Background: an optimization exercise with open tools, aiming at small area. Do not read the settings as production practice. RTL that was checked went through simulation tests only; none was proved equivalent to the original. Power figures rest on the tool's default switching activity, not on a simulated workload.

north:
// cmd_desc_writer
module cmd_desc_writer #(
  parameter int unsigned WIDTH = 32
) (
  input  logic                  clk,
  input  logic                  resetn,
  input  logic                  start,
  input  logic                  abort,
  input  logic [31:0]           header_in,
  input  logic [31:0]           base_addr,
  input  logic [WIDTH*13-1:0]   reg_snapshot,
  input  logic                  wr_ready,
  output logic                  wr_valid,
  output logic [31:0]           wr_addr,
  output logic [WIDTH-1:0]      wr_data,
  output logic                  wr_last,
  output logic                  busy,
  output logic                  done,
  output logic                  aborted,
  output logic [5:0]            beat_cnt
);
==> module cmd_desc_writer, before the edit <==
module cmd_desc_writer #(
  parameter int unsigned WIDTH = 32
) (
  input  logic                  clk,
  input  logic                  resetn,
  input  logic                  start,
  input  logic                  abort,
  input  logic [31:0]           header_in,
  input  logic [31:0]           base_addr,
  input  logic [WIDTH*13-1:0]   reg_snapshot,
  input  logic                  wr_ready,
  output logic                  wr_valid,
  output logic [31:0]           wr_addr,
  output logic [WIDTH-1:0]      wr_data,
  output logic                  wr_last,
  output logic                  busy,
  output logic                  done,
  output logic                  aborted,
  output logic [5:0]            beat_cnt
);
  localparam int unsigned NREGS  = 13;
  localparam int unsigned SNAP_W = WIDTH * NREGS;
  function automatic int midx(input int k);
    case (k)
      0: midx = 1;   1: midx = 2;   2: midx = 3;   3: midx = 5;
      4: midx = 7;   5: midx = 9;   6: midx = 10;  7: midx = 11;
      8: midx = 13;  9: midx = 18;  10: midx = 19; 11: midx = 20;
      default: midx = 29;
    endcase
  endfunction
  logic              valid_q, done_q, aborted_q;
  logic [5:0]        cnt_q;
  logic              hdr_q;                   
  logic [30:0]       mask_q;                  
  logic              h0_q;                    
  logic [29:0]       base_q;
  logic [SNAP_W-1:0] snap_q;
  logic              busy_w, acc, hs, ab, last;
  logic [30:0]       below;                   
  logic [30:0]       mask_nx;                 
  logic [WIDTH-1:0]  pay;                     
  logic [29:0]       addr;                    
  logic [6:0]        lc;                      
  logic              c6_q;                    
  logic [23:0]       lp;                      
  logic [6:0]        gc;                      
  logic [5:0]        cnt_inc;                 
  logic [6:0]        ic;
  assign busy_w = valid_q | done_q;
  assign acc    = start & ~busy_w;
  assign hs     = valid_q & wr_ready;
  assign ab     = abort & busy_w;
  always_comb begin
    below[0] = 1'b0;
    for (int i = 1; i < 31; i++) below[i] = below[i-1] | mask_q[i-1];
  end
  assign mask_nx = mask_q & below;
  assign last    = hdr_q ? (mask_q == 31'd0) : (mask_nx == 31'd0);
  logic [NREGS:0]    sel;
  always_comb begin
    for (int k = 0; k < NREGS; k++) sel[k] = mask_q[midx(k)] & ~below[midx(k)] & ~hdr_q;
    sel[NREGS] = hdr_q;
  end
  for (genvar j = 0; j < WIDTH; j++) begin : g_slice
    logic [NREGS:0] d;
    for (genvar k = 0; k < NREGS; k++) begin : g_src
      assign d[k] = snap_q[WIDTH*k + j];
    end
    if (j == 0) begin : g_h0
      assign d[NREGS] = h0_q;
    end else if (j < 32) begin : g_hm
      assign d[NREGS] = mask_q[j-1];
    end else begin : g_hz
      assign d[NREGS] = 1'b0;
    end
    cmd_desc_writer_andor #(.N(NREGS+1)) u_ao (.sel(sel), .d(d), .y(pay[j]));
  end
  always_comb begin
    lc[0] = 1'b0;
    for (int i = 0; i < 6; i++) begin
      addr[i]  = base_q[i] ^ cnt_q[i] ^ lc[i];
      lc[i+1]  = (base_q[i] & cnt_q[i]) | (lc[i] & (base_q[i] ^ cnt_q[i]));
    end
    gc[0] = c6_q;
    for (int g = 0; g < 6; g++) begin
      lp[4*g] = 1'b1;
      for (int j = 1; j < 4; j++) lp[4*g+j] = lp[4*g+j-1] & base_q[6+4*g+j-1];
      for (int j = 0; j < 4; j++) addr[6+4*g+j] = base_q[6+4*g+j] ^ (gc[g] & lp[4*g+j]);
      gc[g+1] = gc[g] & lp[4*g+3] & base_q[6+4*g+3];
    end
    ic[0] = 1'b1;
    for (int i = 0; i < 6; i++) begin
      cnt_inc[i] = cnt_q[i] ^ ic[i];
      ic[i+1]    = cnt_q[i] & ic[i];
    end
  end
  always_ff @(posedge clk or negedge resetn) begin
    if (!resetn) begin
      valid_q   <= 1'b0;
      done_q    <= 1'b0;
      aborted_q <= 1'b0;
      cnt_q     <= '0;
    end else begin
      valid_q   <= acc | (valid_q & ~ab & ~(hs & last));
      done_q    <= hs & last & ~abort;
      aborted_q <= ab;
      if (acc)     cnt_q <= '0;
      else if (hs) cnt_q <= cnt_inc;
    end
  end
  always_ff @(posedge clk) begin
    if (acc)                         c6_q <= 1'b0;
    else if (hs && addr[5:0] == '1)  c6_q <= 1'b1;
  end
  always_ff @(posedge clk) begin
    if (acc) begin
      hdr_q  <= 1'b1;
      mask_q <= header_in[31:1];
    end else if (hs) begin
      hdr_q  <= 1'b0;
      if (!hdr_q) mask_q <= mask_nx;
    end
  end
  always_ff @(posedge clk) begin
    h0_q   <= (acc & header_in[0]) | (valid_q & h0_q);
    base_q <= ({30{acc}} & base_addr[31:2]) | ({30{valid_q}} & base_q);
    snap_q <= ({SNAP_W{acc}} & reg_snapshot) | ({SNAP_W{valid_q}} & snap_q);
  end
  assign wr_valid = valid_q;
  assign wr_addr  = {addr, 2'b00};
  assign wr_data  = pay;
  assign wr_last  = last;
  assign busy     = busy_w;
  assign done     = done_q;
  assign aborted  = aborted_q;
  assign beat_cnt = cnt_q;
endmodule
==> flow/config.mk <==
export PLATFORM = sky130hd
export DESIGN_NAME = cmd_desc_writer
export DESIGN_NICKNAME = cmd_desc_writer
export VERILOG_FILES = /design/flow/design.v
export SDC_FILE = /design/flow/constraint.sdc
export NUM_CORES = 4
export LEC_CHECK = 0
export CAP_MARGIN = 20
export CORE_MARGIN = 2
export CORE_UTILIZATION = 60
export SLEW_MARGIN = 20
==> flow/constraint.sdc <==
create_clock -name core_clock -period 6.0 [get_ports {clk}]
set_input_delay 1.2000 -clock core_clock [delete_from_list [all_inputs] [get_ports {clk}]]
set_output_delay 1.2000 -clock core_clock [all_outputs]
set_load 0.01 [all_outputs]
standard.sh (not shown) runs the stock make flow with config.mk's settings and CLKGATE_MAP_FILE= SYNTH_SCRIPT=/design/flow/synth_recipe.tcl, a recipe that flattens the netlist after the stock synthesis.
==> flow/flow/run.sh <==
#!/bin/bash
# Standard layout with three changes:
#  - the RTL's one-hot AND-OR slices (module cmd_desc_writer_andor) are given
#    to synthesis already mapped to cells (flow/andor_cells.v); everything
#    else, registers included, goes through the standard synthesis
#  - the port buffers use the smallest buffer cell
#  - the clock tree uses clkbuf_8 with larger sink clusters and no dummy loads
set -euo pipefail
export BUFFER_PORTS_ARGS="-buffer_cell sky130_fd_sc_hd__buf_1"
export CTS_ARGS="-sink_clustering_enable -repair_clock_nets -dont_use_dummy_load -sink_clustering_size 16 -sink_clustering_max_diameter 40 -buf_list {sky130_fd_sc_hd__clkbuf_8}"

python3 - <<'EOP'
s = open('design.v').read()
i = s.index('module cmd_desc_writer_andor')
j = s.index('endmodule', i) + len('endmodule')
s = s[:i] + s[j:] + '\n' + open('flow/andor_cells.v').read()
open('design_mapped.v', 'w').write(s)
EOP

bash standard.sh VERILOG_FILES=$PWD/design_mapped.v > standard.log 2>&1
==> flow/flow/andor_cells.v <==
// Hand-mapped one-hot AND-OR slice for sky130hd, used in place of the RTL's
// cmd_desc_writer_andor (N = 14): y = |(sel & d).
// Four a222oi cover terms 0..11, a nand4 ORs them, and an a221o adds terms
// 12 and 13.
module cmd_desc_writer_andor #(
  parameter int N = 14
) (
  input  [N-1:0] sel,
  input  [N-1:0] d,
  output         y
);
  wire n0, n1, n2, n3, x;
  sky130_fd_sc_hd__a222oi_1 u_t0 (.A1(sel[0]),  .A2(d[0]),  .B1(sel[1]),  .B2(d[1]),  .C1(sel[2]),  .C2(d[2]),  .Y(n0));
  sky130_fd_sc_hd__a222oi_1 u_t1 (.A1(sel[3]),  .A2(d[3]),  .B1(sel[4]),  .B2(d[4]),  .C1(sel[5]),  .C2(d[5]),  .Y(n1));
  sky130_fd_sc_hd__a222oi_1 u_t2 (.A1(sel[6]),  .A2(d[6]),  .B1(sel[7]),  .B2(d[7]),  .C1(sel[8]),  .C2(d[8]),  .Y(n2));
  sky130_fd_sc_hd__a222oi_1 u_t3 (.A1(sel[9]),  .A2(d[9]),  .B1(sel[10]), .B2(d[10]), .C1(sel[11]), .C2(d[11]), .Y(n3));
  sky130_fd_sc_hd__nand4_1  u_or (.A(n0), .B(n1), .C(n2), .D(n3), .Y(x));
  sky130_fd_sc_hd__a221o_1  u_y  (.A1(sel[12]), .A2(d[12]), .B1(sel[13]), .B2(d[13]), .C1(x), .X(y));
endmodule
[inputs] south vs north
-- flow/design.v --
<<< north, line 114
  end
  always_ff @(posedge clk) begin
    if (acc) begin
      hdr_q  <= 1'b1;
      mask_q <= header_in[31:1];
    end else if (hs) begin
      hdr_q  <= 1'b0;
      if (!hdr_q) mask_q <= mask_nx;
    end
  end
  always_ff @(posedge clk) begin
>>> south, line 114
  end
  always_ff @(posedge clk) begin
    if (acc)     hdr_q <= 1'b1;
    else if (hs) hdr_q <= 1'b0;
    mask_q <= ({31{acc}} & header_in[31:1]) |
              (mask_q & {31{valid_q}} & (below | {31{~(hs & ~hdr_q)}}));
  end
  always_ff @(posedge clk) begin
==> comparison <==
- | count of flip-flops with a built-in enable after synthesis | lower: south |
- [diff] die area, south relative to north: improvement
- south vs north: part of the total power dissipated in combinational logic up
- Final cell count: south vs north, no meaningful difference
- Run comparison: south critical path's slowest cell and2_1; north critical path's slowest cell nor4_2
- Final hold slack of north is on par with south.
- From north to south the numbers moved as follows: peak supply drop saw a decrease; sum of net half-perimeters after detailed placement saw a decrease; synthesized netlist cell count saw an increase.
The RTL of north was laid out without a check of its function.

## re-timing with driven ports
In the flow no input, the clock included, has a driving cell. The finished layouts below were timed again as built, in two steps. Step 1 (the two cells are an assumption about what drives the block):
set clk [get_ports {clk}]
set_driving_cell -lib_cell sky130_fd_sc_hd__clkbuf_16 $clk
set_driving_cell -lib_cell sky130_fd_sc_hd__buf_2 [delete_from_list [all_inputs] $clk]
Step 2, shift: input delay + t, output delay - t, t = (earliest + latest rising clock arrival at the registers) / 2. This alone moves slack from input paths to output paths. a / b / c = ideal / step 1 / step 2; a / b = the first two.
run	t, ns	setup WS [ns]	worst setup path at the end
north	0.625	0.659 / 0.607 / 1.233	register to output
south	0.645	0.456 / 0.403 / 1.047	register to output
After both steps every run listed still meets setup and hold.
